This design comes from an exercise in tuning for small area, a short achievable clock period and few clock cycles per item on the open sky130 flow, not from production work. Only simulation tests tie the RTL to the original design; equivalence was not proved. Power is estimated from default activity; no workload was simulated.

==> nickel <==
==> flow/design.v <==
package exec_pkg;
    localparam int DATA_W = 32;
    localparam int ADDR_W = 5;
    localparam int NREG   = 32;
    localparam logic [2:0] FN_AND = 3'b000;
    localparam logic [2:0] FN_OR  = 3'b001;
    localparam logic [2:0] FN_ADD = 3'b010;
    localparam logic [2:0] FN_SUB = 3'b110;
    localparam logic [2:0] FN_SLT = 3'b111;
    typedef enum logic [1:0] {
        IDLE,
        EXEC,
        WB
    } state_t;
endpackage
import exec_pkg::*;
module exec_regfile
(
    input  logic              clk,
    input  logic              reset,
    input  logic [3:0][NREG-1:1] sel_a,   
    input  logic [3:0][NREG-1:1] sel_b,
    output logic [DATA_W-1:0] a_data,
    output logic [DATA_W-1:0] b_data,
    input  logic [NREG-1:1]   we,
    input  logic [DATA_W-1:0] wdata
);
    logic [DATA_W-1:0] mem [1:NREG-1];
    logic [DATA_W-1:0] wd;
    assign wd = reset ? '0 : wdata;
    for (genvar i = 1; i < NREG; i++) begin : g_row
        always_ff @(posedge clk) begin
            if (reset || we[i]) mem[i] <= wd;
        end
    end
    for (genvar b = 0; b < DATA_W; b++) begin : g_bit
        logic [NREG-1:1] col;
        for (genvar i = 1; i < NREG; i++) begin : g_col
            assign col[i] = mem[i][b];
        end
        exec_rdtree u_a (.d(col), .s(sel_a[b/8]), .y(a_data[b]));
        exec_rdtree u_b (.d(col), .s(sel_b[b/8]), .y(b_data[b]));
    end
endmodule
module exec_rdtree
(
    input  logic [31:1] d,
    input  logic [31:1] s,
    output logic        y
);
    logic [15:0] t_n;    
    logic [3:0]  q;      
    logic [1:0]  h_n;    
    for (genvar k = 0; k < 15; k++) begin : g_pair
        exec_aoi22 u (.a1(d[2*k+1]), .a2(s[2*k+1]), .b1(d[2*k+2]), .b2(s[2*k+2]),
                      .y(t_n[k]));
    end
    exec_nand2 u_last (.a(d[31]), .b(s[31]), .y(t_n[15]));
    for (genvar k = 0; k < 4; k++) begin : g_quad
        exec_nand4 u (.a(t_n[4*k]), .b(t_n[4*k+1]), .c(t_n[4*k+2]), .d(t_n[4*k+3]),
                      .y(q[k]));
    end
    exec_nor2 u_h0 (.a(q[0]), .b(q[1]), .y(h_n[0]));
    exec_nor2 u_h1 (.a(q[2]), .b(q[3]), .y(h_n[1]));
    exec_nand2 u_y (.a(h_n[0]), .b(h_n[1]), .y(y));
endmodule
module exec_aoi22 (input logic a1, a2, b1, b2, output logic y);
    assign y = !((a1 && a2) || (b1 && b2));
endmodule
module exec_oai22 (input logic a1, a2, b1, b2, output logic y);
    assign y = !((a1 || a2) && (b1 || b2));
endmodule
module exec_nand2 (input logic a, b, output logic y);
    assign y = !(a && b);
endmodule
module exec_nand4 (input logic a, b, c, d, output logic y);
    assign y = !(a && b && c && d);
endmodule
module exec_nor2 (input logic a, b, output logic y);
    assign y = !(a || b);
endmodule
module exec_inv (input logic a, output logic y);
    assign y = !a;
endmodule
module exec_nand3 (input logic a, b, c, output logic y);
    assign y = !(a && b && c);
endmodule
module exec_pre3 (input logic [2:0] a, input logic en, output logic [7:0] y_n);
    logic [2:0] a_n;
    for (genvar k = 0; k < 3; k++) begin : g_inv
        exec_inv u (.a(a[k]), .y(a_n[k]));
    end
    for (genvar v = 0; v < 8; v++) begin : g_v
        exec_nand4 u (.a(en), .b(v[2] ? a[2] : a_n[2]), .c(v[1] ? a[1] : a_n[1]),
                      .d(v[0] ? a[0] : a_n[0]), .y(y_n[v]));
    end
endmodule
module exec_pre3x (input logic [2:0] a, output logic [7:0] y_n);
    logic [2:0] a_n;
    for (genvar k = 0; k < 3; k++) begin : g_inv
        exec_inv u (.a(a[k]), .y(a_n[k]));
    end
    for (genvar v = 0; v < 8; v++) begin : g_v
        exec_nand3 u (.a(v[2] ? a[2] : a_n[2]), .b(v[1] ? a[1] : a_n[1]),
                      .c(v[0] ? a[0] : a_n[0]), .y(y_n[v]));
    end
endmodule
module exec_pre2 (input logic [1:0] a, output logic [3:0] y_n);
    logic [1:0] a_n;
    for (genvar k = 0; k < 2; k++) begin : g_inv
        exec_inv u (.a(a[k]), .y(a_n[k]));
    end
    for (genvar v = 0; v < 4; v++) begin : g_v
        exec_nand2 u (.a(v[1] ? a[1] : a_n[1]), .b(v[0] ? a[0] : a_n[0]), .y(y_n[v]));
    end
endmodule
import exec_pkg::*;
module exec_unit
(
    input  logic              clk,
    input  logic              reset,
    input  logic              in_valid,
    output logic              in_ready,
    input  logic [2:0]        in_fn,
    input  logic [ADDR_W-1:0] in_rs,
    input  logic [ADDR_W-1:0] in_rt,
    input  logic [ADDR_W-1:0] in_rd,
    output logic              out_valid,
    output logic [ADDR_W-1:0] out_rd,
    output logic [DATA_W-1:0] out_data,
    output logic              out_zero,
    output logic              out_ovf,
    output logic              out_err,
    output logic [DATA_W-1:0] alu_a,
    output logic [DATA_W-1:0] alu_b,
    output logic [2:0]        alu_op,
    input  logic [DATA_W-1:0] alu_result,
    input  logic              alu_set,
    input  logic              alu_zero,
    input  logic              alu_overflow,
    input  logic              dbg_we,
    input  logic [ADDR_W-1:0] dbg_addr,
    input  logic [DATA_W-1:0] dbg_wdata,
    output logic [DATA_W-1:0] dbg_rdata
);
    logic              accept;
    logic              v_q;       
    logic              idle_q;    
    logic [ADDR_W-1:0] rs_q;      
    logic [ADDR_W-1:0] rt_q;
    logic [ADDR_W-1:0] rd_q;
    logic [2:0]        op_q;
    logic              res_q;     
    logic              slt_q;     
    logic              ovf_q;     
    logic              err_q;     
    logic              legal;
    logic [DATA_W-1:0] wb_data;
    logic [DATA_W-1:0] a_data;
    logic [DATA_W-1:0] b_data;
    logic [7:0]        dbg_hi_n;
    logic [3:0]        dbg_lo_n;
    logic [7:0]        rs_hi_n;
    logic [3:0]        rs_lo_n;
    logic [7:0]        rt_hi_n;
    logic [3:0]        rt_lo_n;
    logic [3:0][NREG-1:1] sel_a;
    logic [3:0][NREG-1:1] sel_b;
    logic [NREG-1:1]   rf_we;
    logic [DATA_W-1:0] rf_wdata;
    assign in_ready = !dbg_we;
    assign accept   = in_valid && !dbg_we;
    assign legal = (in_fn == FN_AND) || (in_fn == FN_OR) || (in_fn == FN_ADD) ||
                   (in_fn == FN_SUB) || (in_fn == FN_SLT);
    always_ff @(posedge clk) begin
        if (reset) begin
            v_q    <= 1'b0;
            idle_q <= 1'b1;
        end else begin
            v_q    <= accept;
            idle_q <= !accept;
        end
    end
    always_ff @(posedge clk) begin
        rs_q  <= (accept && !reset) ? in_rs : '0;
        rt_q  <= in_rt;
        rd_q  <= in_rd;
        op_q  <= (in_fn == FN_SLT) ? FN_SUB : in_fn;
        res_q <= legal && (in_fn != FN_SLT);
        slt_q <= (in_fn == FN_SLT);
        ovf_q <= (in_fn == FN_ADD) || (in_fn == FN_SUB);
        err_q <= !legal;
    end
    exec_pre3  u_dbg_hi (.a(dbg_addr[4:2]), .en(idle_q), .y_n(dbg_hi_n));
    exec_pre2  u_dbg_lo (.a(dbg_addr[1:0]), .y_n(dbg_lo_n));
    exec_pre3x u_rs_hi  (.a(rs_q[4:2]), .y_n(rs_hi_n));
    exec_pre2  u_rs_lo  (.a(rs_q[1:0]), .y_n(rs_lo_n));
    exec_pre3x u_rt_hi  (.a(rt_q[4:2]), .y_n(rt_hi_n));
    exec_pre2  u_rt_lo  (.a(rt_q[1:0]), .y_n(rt_lo_n));
    for (genvar c = 0; c < 4; c++) begin : g_copy
        for (genvar i = 1; i < NREG; i++) begin : g_sel
            exec_oai22 u_a (.a1(dbg_hi_n[i/4]), .a2(dbg_lo_n[i%4]),
                            .b1(rs_hi_n[i/4]), .b2(rs_lo_n[i%4]), .y(sel_a[c][i]));
            exec_nor2 u_b (.a(rt_hi_n[i/4]), .b(rt_lo_n[i%4]), .y(sel_b[c][i]));
        end
    end
    always_comb begin
        for (int i = 1; i < NREG; i++) begin
            rf_we[i] = v_q ? (!err_q && rd_q == i) : (dbg_we && dbg_addr == i);
        end
    end
    exec_regfile u_rf (
        .clk    (clk),
        .reset  (reset),
        .sel_a  (sel_a),
        .sel_b  (sel_b),
        .a_data (a_data),
        .b_data (b_data),
        .we     (rf_we),
        .wdata  (rf_wdata)
    );
    assign alu_a     = a_data;
    assign alu_b     = b_data;
    assign alu_op    = op_q;
    assign dbg_rdata = a_data;
    assign wb_data = {alu_result[DATA_W-1:1] & {(DATA_W-1){res_q}},
                      (alu_result[0] & res_q) | (alu_set & slt_q)};
    assign rf_wdata = v_q ? wb_data : dbg_wdata;
    assign out_valid = v_q;
    assign out_rd    = rd_q;
    assign out_data  = wb_data;
    assign out_zero  = !err_q && alu_zero;
    assign out_ovf   = ovf_q && alu_overflow;
    assign out_err   = err_q;
endmodule
==> flow/flow/run.sh <==
#!/bin/bash
# The standard layout, with plain buffers (not delay cells) on the ports,
# repair free to change a cell's footprint, and the read gates downsized
# before floorplanning (flow/downsize.tcl).
set -euo pipefail
here=$(pwd)
bash standard.sh MATCH_CELL_FOOTPRINT=0 \
    "BUFFER_PORTS_ARGS=-buffer_cell sky130_fd_sc_hd__buf_2" \
    "PRE_FLOORPLAN_TCL=$here/flow/downsize.tcl" \
    finish > standard.log 2>&1
==> flow/flow/downsize.tcl <==
# Before floorplanning: start the register file's read gates at the smallest
# drive strength. Synthesis sizes them for a default load; timing repair later
# upsizes the ones that need it.
set n 0
foreach inst [get_cells *] {
  set m [get_property $inst ref_name]
  if { $m == "sky130_fd_sc_hd__a22oi_2" } {
    replace_cell $inst sky130_fd_sc_hd__a22oi_1
    incr n
  }
}
puts "downsize.tcl: $n cells downsized"
==> flow/standard.sh <==
#!/bin/bash
# synth_recipe.tcl (not shown) runs the flow's synth.tcl, then flattens the netlist and writes it again
# the make line also repeats each setting of config.mk as NAME=value (left out here)
make -C /OpenROAD-flow-scripts/flow DESIGN_CONFIG=/design/flow/config.mk WORK_HOME=/design/flow/orfs CLKGATE_MAP_FILE= SYNTH_SCRIPT=/design/flow/synth_recipe.tcl "${@:-finish}"
==> flow/config.mk <==
export PLATFORM = sky130hd
export DESIGN_NAME = exec_unit
export DESIGN_NICKNAME = exec_unit
export VERILOG_FILES = /design/flow/design.v
export SDC_FILE = /design/flow/constraint.sdc
export NUM_CORES = 4
export LEC_CHECK = 0
export CAP_MARGIN = 20
export CORE_MARGIN = 2
export CORE_UTILIZATION = 65
export CTS_CLUSTER_DIAMETER = 100
export CTS_CLUSTER_SIZE = 30
export PLACE_DENSITY = 0.75
export SETUP_SLACK_MARGIN = 1.2
export SLEW_MARGIN = 20
export SYNTH_HIERARCHICAL = 1
==> flow/constraint.sdc <==
create_clock -name core_clock -period 5.0 [get_ports {clk}]
set_input_delay 1.0000 -clock core_clock [delete_from_list [all_inputs] [get_ports {clk}]]
set_output_delay 1.0000 -clock core_clock [all_outputs]
set_load 0.01 [all_outputs]
==> tundra (differences from nickel) <==
--- a/flow/design.v
+++ b/flow/design.v
@@ -28,7 +28,5 @@
     logic [DATA_W-1:0] mem [1:NREG-1];
-    logic [DATA_W-1:0] wd;
-    assign wd = reset ? '0 : wdata;
     for (genvar i = 1; i < NREG; i++) begin : g_row
         always_ff @(posedge clk) begin
-            if (reset || we[i]) mem[i] <= wd;
+            if (reset || we[i]) mem[i] <= wdata;
         end
@@ -69,5 +67,2 @@
 endmodule
-module exec_oai22 (input logic a1, a2, b1, b2, output logic y);
-    assign y = !((a1 || a2) && (b1 || b2));
-endmodule
 module exec_nand2 (input logic a, b, output logic y);
@@ -84,6 +79,9 @@
 endmodule
-module exec_nand3 (input logic a, b, c, output logic y);
-    assign y = !(a && b && c);
-endmodule
-module exec_pre3 (input logic [2:0] a, input logic en, output logic [7:0] y_n);
+module exec_ao22 (input logic a1, a2, b1, b2, output logic y);
+    assign y = (a1 && a2) || (b1 && b2);
+endmodule
+module exec_and3 (input logic a, b, c, output logic y);
+    assign y = a && b && c;
+endmodule
+module exec_pre3 (input logic [2:0] a, output logic [7:0] y);
     logic [2:0] a_n;
@@ -93,17 +91,7 @@
     for (genvar v = 0; v < 8; v++) begin : g_v
-        exec_nand4 u (.a(en), .b(v[2] ? a[2] : a_n[2]), .c(v[1] ? a[1] : a_n[1]),
-                      .d(v[0] ? a[0] : a_n[0]), .y(y_n[v]));
-    end
-endmodule
-module exec_pre3x (input logic [2:0] a, output logic [7:0] y_n);
-    logic [2:0] a_n;
-    for (genvar k = 0; k < 3; k++) begin : g_inv
-        exec_inv u (.a(a[k]), .y(a_n[k]));
-    end
-    for (genvar v = 0; v < 8; v++) begin : g_v
-        exec_nand3 u (.a(v[2] ? a[2] : a_n[2]), .b(v[1] ? a[1] : a_n[1]),
-                      .c(v[0] ? a[0] : a_n[0]), .y(y_n[v]));
-    end
-endmodule
-module exec_pre2 (input logic [1:0] a, output logic [3:0] y_n);
+        exec_and3 u (.a(v[2] ? a[2] : a_n[2]), .b(v[1] ? a[1] : a_n[1]),
+                     .c(v[0] ? a[0] : a_n[0]), .y(y[v]));
+    end
+endmodule
+module exec_pre2 (input logic [1:0] a, input logic en, output logic [3:0] y);
     logic [1:0] a_n;
@@ -113,3 +101,3 @@
     for (genvar v = 0; v < 4; v++) begin : g_v
-        exec_nand2 u (.a(v[1] ? a[1] : a_n[1]), .b(v[0] ? a[0] : a_n[0]), .y(y_n[v]));
+        exec_and3 u (.a(en), .b(v[1] ? a[1] : a_n[1]), .c(v[0] ? a[0] : a_n[0]), .y(y[v]));
     end
@@ -148,4 +136,6 @@
     logic              idle_q;    
-    logic [ADDR_W-1:0] rs_q;      
-    logic [ADDR_W-1:0] rt_q;
+    logic [7:0]        rs_hi_q;   
+    logic [3:0]        rs_lo_q;   
+    logic [7:0]        rt_hi_nq;  
+    logic [3:0]        rt_lo_nq;  
     logic [ADDR_W-1:0] rd_q;
@@ -160,8 +150,7 @@
     logic [DATA_W-1:0] b_data;
-    logic [7:0]        dbg_hi_n;
-    logic [3:0]        dbg_lo_n;
-    logic [7:0]        rs_hi_n;
-    logic [3:0]        rs_lo_n;
-    logic [7:0]        rt_hi_n;
-    logic [3:0]        rt_lo_n;
+    logic [1:0][7:0]   dbg_hi;    
+    logic [1:0][3:0]   dbg_lo;
+    logic              wr_alu;    
+    logic              wr_slt;
+    logic              wr_dbg;
     logic [3:0][NREG-1:1] sel_a;
@@ -184,4 +173,10 @@
     always_ff @(posedge clk) begin
-        rs_q  <= (accept && !reset) ? in_rs : '0;
-        rt_q  <= in_rt;
+        for (int v = 0; v < 8; v++) begin
+            rs_hi_q[v]  <= (in_rs[4:2] == v);
+            rt_hi_nq[v] <= !(in_rt[4:2] == v);
+        end
+        for (int v = 0; v < 4; v++) begin
+            rs_lo_q[v]  <= accept && !reset && (in_rs[1:0] == v);
+            rt_lo_nq[v] <= !(in_rt[1:0] == v);
+        end
         rd_q  <= in_rd;
@@ -193,13 +188,11 @@
     end
-    exec_pre3  u_dbg_hi (.a(dbg_addr[4:2]), .en(idle_q), .y_n(dbg_hi_n));
-    exec_pre2  u_dbg_lo (.a(dbg_addr[1:0]), .y_n(dbg_lo_n));
-    exec_pre3x u_rs_hi  (.a(rs_q[4:2]), .y_n(rs_hi_n));
-    exec_pre2  u_rs_lo  (.a(rs_q[1:0]), .y_n(rs_lo_n));
-    exec_pre3x u_rt_hi  (.a(rt_q[4:2]), .y_n(rt_hi_n));
-    exec_pre2  u_rt_lo  (.a(rt_q[1:0]), .y_n(rt_lo_n));
+    for (genvar c = 0; c < 2; c++) begin : g_pre
+        exec_pre3 u_dbg_hi (.a(dbg_addr[4:2]), .y(dbg_hi[c]));
+        exec_pre2 u_dbg_lo (.a(dbg_addr[1:0]), .en(idle_q), .y(dbg_lo[c]));
+    end
     for (genvar c = 0; c < 4; c++) begin : g_copy
         for (genvar i = 1; i < NREG; i++) begin : g_sel
-            exec_oai22 u_a (.a1(dbg_hi_n[i/4]), .a2(dbg_lo_n[i%4]),
-                            .b1(rs_hi_n[i/4]), .b2(rs_lo_n[i%4]), .y(sel_a[c][i]));
-            exec_nor2 u_b (.a(rt_hi_n[i/4]), .b(rt_lo_n[i%4]), .y(sel_b[c][i]));
+            exec_ao22 u_a (.a1(dbg_hi[c/2][i/4]), .a2(dbg_lo[c/2][i%4]),
+                           .b1(rs_hi_q[i/4]), .b2(rs_lo_q[i%4]), .y(sel_a[c][i]));
+            exec_nor2 u_b (.a(rt_hi_nq[i/4]), .b(rt_lo_nq[i%4]), .y(sel_b[c][i]));
         end
@@ -227,3 +220,8 @@
                       (alu_result[0] & res_q) | (alu_set & slt_q)};
-    assign rf_wdata = v_q ? wb_data : dbg_wdata;
+    assign wr_alu   = v_q && res_q && !reset;
+    assign wr_slt   = v_q && slt_q && !reset;
+    assign wr_dbg   = !v_q && !reset;
+    assign rf_wdata = {(alu_result[DATA_W-1:1] & {(DATA_W-1){wr_alu}}) |
+                       (dbg_wdata[DATA_W-1:1] & {(DATA_W-1){wr_dbg}}),
+                       (alu_result[0] & wr_alu) | (alu_set & wr_slt) | (dbg_wdata[0] & wr_dbg)};
     assign out_valid = v_q;
SETUP_SLACK_MARGIN = 1.3   (was 1.2)
==> harbor (differences from nickel) <==
--- a/flow/design.v
+++ b/flow/design.v
@@ -28,7 +28,5 @@
     logic [DATA_W-1:0] mem [1:NREG-1];
-    logic [DATA_W-1:0] wd;
-    assign wd = reset ? '0 : wdata;
     for (genvar i = 1; i < NREG; i++) begin : g_row
         always_ff @(posedge clk) begin
-            if (reset || we[i]) mem[i] <= wd;
+            if (reset || we[i]) mem[i] <= wdata;
         end
@@ -69,5 +67,2 @@
 endmodule
-module exec_oai22 (input logic a1, a2, b1, b2, output logic y);
-    assign y = !((a1 || a2) && (b1 || b2));
-endmodule
 module exec_nand2 (input logic a, b, output logic y);
@@ -84,6 +79,9 @@
 endmodule
-module exec_nand3 (input logic a, b, c, output logic y);
-    assign y = !(a && b && c);
-endmodule
-module exec_pre3 (input logic [2:0] a, input logic en, output logic [7:0] y_n);
+module exec_ao22 (input logic a1, a2, b1, b2, output logic y);
+    assign y = (a1 && a2) || (b1 && b2);
+endmodule
+module exec_and3 (input logic a, b, c, output logic y);
+    assign y = a && b && c;
+endmodule
+module exec_pre3 (input logic [2:0] a, output logic [7:0] y);
     logic [2:0] a_n;
@@ -93,17 +91,7 @@
     for (genvar v = 0; v < 8; v++) begin : g_v
-        exec_nand4 u (.a(en), .b(v[2] ? a[2] : a_n[2]), .c(v[1] ? a[1] : a_n[1]),
-                      .d(v[0] ? a[0] : a_n[0]), .y(y_n[v]));
-    end
-endmodule
-module exec_pre3x (input logic [2:0] a, output logic [7:0] y_n);
-    logic [2:0] a_n;
-    for (genvar k = 0; k < 3; k++) begin : g_inv
-        exec_inv u (.a(a[k]), .y(a_n[k]));
-    end
-    for (genvar v = 0; v < 8; v++) begin : g_v
-        exec_nand3 u (.a(v[2] ? a[2] : a_n[2]), .b(v[1] ? a[1] : a_n[1]),
-                      .c(v[0] ? a[0] : a_n[0]), .y(y_n[v]));
-    end
-endmodule
-module exec_pre2 (input logic [1:0] a, output logic [3:0] y_n);
+        exec_and3 u (.a(v[2] ? a[2] : a_n[2]), .b(v[1] ? a[1] : a_n[1]),
+                     .c(v[0] ? a[0] : a_n[0]), .y(y[v]));
+    end
+endmodule
+module exec_pre2 (input logic [1:0] a, input logic en, output logic [3:0] y);
     logic [1:0] a_n;
@@ -113,3 +101,3 @@
     for (genvar v = 0; v < 4; v++) begin : g_v
-        exec_nand2 u (.a(v[1] ? a[1] : a_n[1]), .b(v[0] ? a[0] : a_n[0]), .y(y_n[v]));
+        exec_and3 u (.a(en), .b(v[1] ? a[1] : a_n[1]), .c(v[0] ? a[0] : a_n[0]), .y(y[v]));
     end
@@ -148,4 +136,6 @@
     logic              idle_q;    
-    logic [ADDR_W-1:0] rs_q;      
-    logic [ADDR_W-1:0] rt_q;
+    logic [7:0]        rs_hi_q;   
+    logic [3:0]        rs_lo_q;   
+    logic [7:0]        rt_hi_nq;  
+    logic [3:0]        rt_lo_nq;  
     logic [ADDR_W-1:0] rd_q;
@@ -160,8 +150,7 @@
     logic [DATA_W-1:0] b_data;
-    logic [7:0]        dbg_hi_n;
-    logic [3:0]        dbg_lo_n;
-    logic [7:0]        rs_hi_n;
-    logic [3:0]        rs_lo_n;
-    logic [7:0]        rt_hi_n;
-    logic [3:0]        rt_lo_n;
+    logic [1:0][7:0]   dbg_hi;    
+    logic [1:0][3:0]   dbg_lo;
+    logic              wr_alu;    
+    logic              wr_slt;
+    logic              wr_dbg;
     logic [3:0][NREG-1:1] sel_a;
@@ -170,4 +159,5 @@
     logic [DATA_W-1:0] rf_wdata;
-    assign in_ready = !dbg_we;
-    assign accept   = in_valid && !dbg_we;
+    assign in_ready = !(dbg_we && (((in_rs == dbg_addr) && (in_rs != '0)) ||
+                                   ((in_rt == dbg_addr) && (in_rt != '0))));
+    assign accept   = in_valid && in_ready;
     assign legal = (in_fn == FN_AND) || (in_fn == FN_OR) || (in_fn == FN_ADD) ||
@@ -184,4 +174,10 @@
     always_ff @(posedge clk) begin
-        rs_q  <= (accept && !reset) ? in_rs : '0;
-        rt_q  <= in_rt;
+        for (int v = 0; v < 8; v++) begin
+            rs_hi_q[v]  <= (in_rs[4:2] == v);
+            rt_hi_nq[v] <= !(in_rt[4:2] == v);
+        end
+        for (int v = 0; v < 4; v++) begin
+            rs_lo_q[v]  <= accept && !reset && (in_rs[1:0] == v);
+            rt_lo_nq[v] <= !(in_rt[1:0] == v);
+        end
         rd_q  <= in_rd;
@@ -193,13 +189,11 @@
     end
-    exec_pre3  u_dbg_hi (.a(dbg_addr[4:2]), .en(idle_q), .y_n(dbg_hi_n));
-    exec_pre2  u_dbg_lo (.a(dbg_addr[1:0]), .y_n(dbg_lo_n));
-    exec_pre3x u_rs_hi  (.a(rs_q[4:2]), .y_n(rs_hi_n));
-    exec_pre2  u_rs_lo  (.a(rs_q[1:0]), .y_n(rs_lo_n));
-    exec_pre3x u_rt_hi  (.a(rt_q[4:2]), .y_n(rt_hi_n));
-    exec_pre2  u_rt_lo  (.a(rt_q[1:0]), .y_n(rt_lo_n));
+    for (genvar c = 0; c < 2; c++) begin : g_pre
+        exec_pre3 u_dbg_hi (.a(dbg_addr[4:2]), .y(dbg_hi[c]));
+        exec_pre2 u_dbg_lo (.a(dbg_addr[1:0]), .en(idle_q), .y(dbg_lo[c]));
+    end
     for (genvar c = 0; c < 4; c++) begin : g_copy
         for (genvar i = 1; i < NREG; i++) begin : g_sel
-            exec_oai22 u_a (.a1(dbg_hi_n[i/4]), .a2(dbg_lo_n[i%4]),
-                            .b1(rs_hi_n[i/4]), .b2(rs_lo_n[i%4]), .y(sel_a[c][i]));
-            exec_nor2 u_b (.a(rt_hi_n[i/4]), .b(rt_lo_n[i%4]), .y(sel_b[c][i]));
+            exec_ao22 u_a (.a1(dbg_hi[c/2][i/4]), .a2(dbg_lo[c/2][i%4]),
+                           .b1(rs_hi_q[i/4]), .b2(rs_lo_q[i%4]), .y(sel_a[c][i]));
+            exec_nor2 u_b (.a(rt_hi_nq[i/4]), .b(rt_lo_nq[i%4]), .y(sel_b[c][i]));
         end
@@ -227,3 +221,8 @@
                       (alu_result[0] & res_q) | (alu_set & slt_q)};
-    assign rf_wdata = v_q ? wb_data : dbg_wdata;
+    assign wr_alu   = v_q && res_q && !reset;
+    assign wr_slt   = v_q && slt_q && !reset;
+    assign wr_dbg   = !v_q && !reset;
+    assign rf_wdata = {(alu_result[DATA_W-1:1] & {(DATA_W-1){wr_alu}}) |
+                       (dbg_wdata[DATA_W-1:1] & {(DATA_W-1){wr_dbg}}),
+                       (alu_result[0] & wr_alu) | (alu_set & wr_slt) | (dbg_wdata[0] & wr_dbg)};
     assign out_valid = v_q;
CTS_CLUSTER_SIZE = 24   (was 30)
SETUP_SLACK_MARGIN = 1.25   (was 1.2)
==> summary of the runs <==
tundra passed the timing, DRC and antenna checks. harbor ran to the end with no violations. nickel finished with timing, DRC and antenna clean.
Against harbor, the power of nickel is lower by 2.5%.
Die area: nickel < tundra < harbor.
Non-clock buffer count: nickel is higher than harbor (201).
Worst setup slack: tundra > harbor > nickel.
Testbench counts of nickel, summed over its fixed seeds: cycles 2,408, items 2,400.
Testbench counts of tundra, summed over its fixed seeds: cycles 2,408, items 2,400.
Testbench counts of harbor, summed over its fixed seeds: cycles 2,408, items 2,400.

## afterwards: timing with drivers on the ports
The flow's constraints put no driver on any port. The routed layouts listed below were extracted and timed again, unchanged, in two steps. Step 1 assumes that a clkbuf_16 drives the clock port and a buf_2 every other input. Step 2, shift: input delay + t, output delay - t, t = (earliest + latest rising clock arrival at the registers) / 2. This alone moves slack from input paths to output paths. Slacks: ideal ports / drivers / drivers and shift; pairs: ideal ports / drivers.
run	t, ns	setup WS [ns]	hold slack, ns	worst register clock-pin slew, ns	worst slew at a driven data input, ns
nickel	0.692	1.010 / 0.926 / 0.926	0.468 / 0.421 / 1.113	0.12 / 0.12	0.10
tundra	0.700	1.188 / 1.038 / 1.038	0.458 / 0.415 / 1.115	0.12 / 0.12	0.15
harbor	0.712	1.097 / 0.912 / 0.912	0.448 / 0.406 / 1.118	0.10 / 0.10	0.19
After both steps every run listed still meets setup and hold. The setup slack of harbor, which loses most, moves by -0.185 ns with the drivers and by -0.185 ns with both steps.
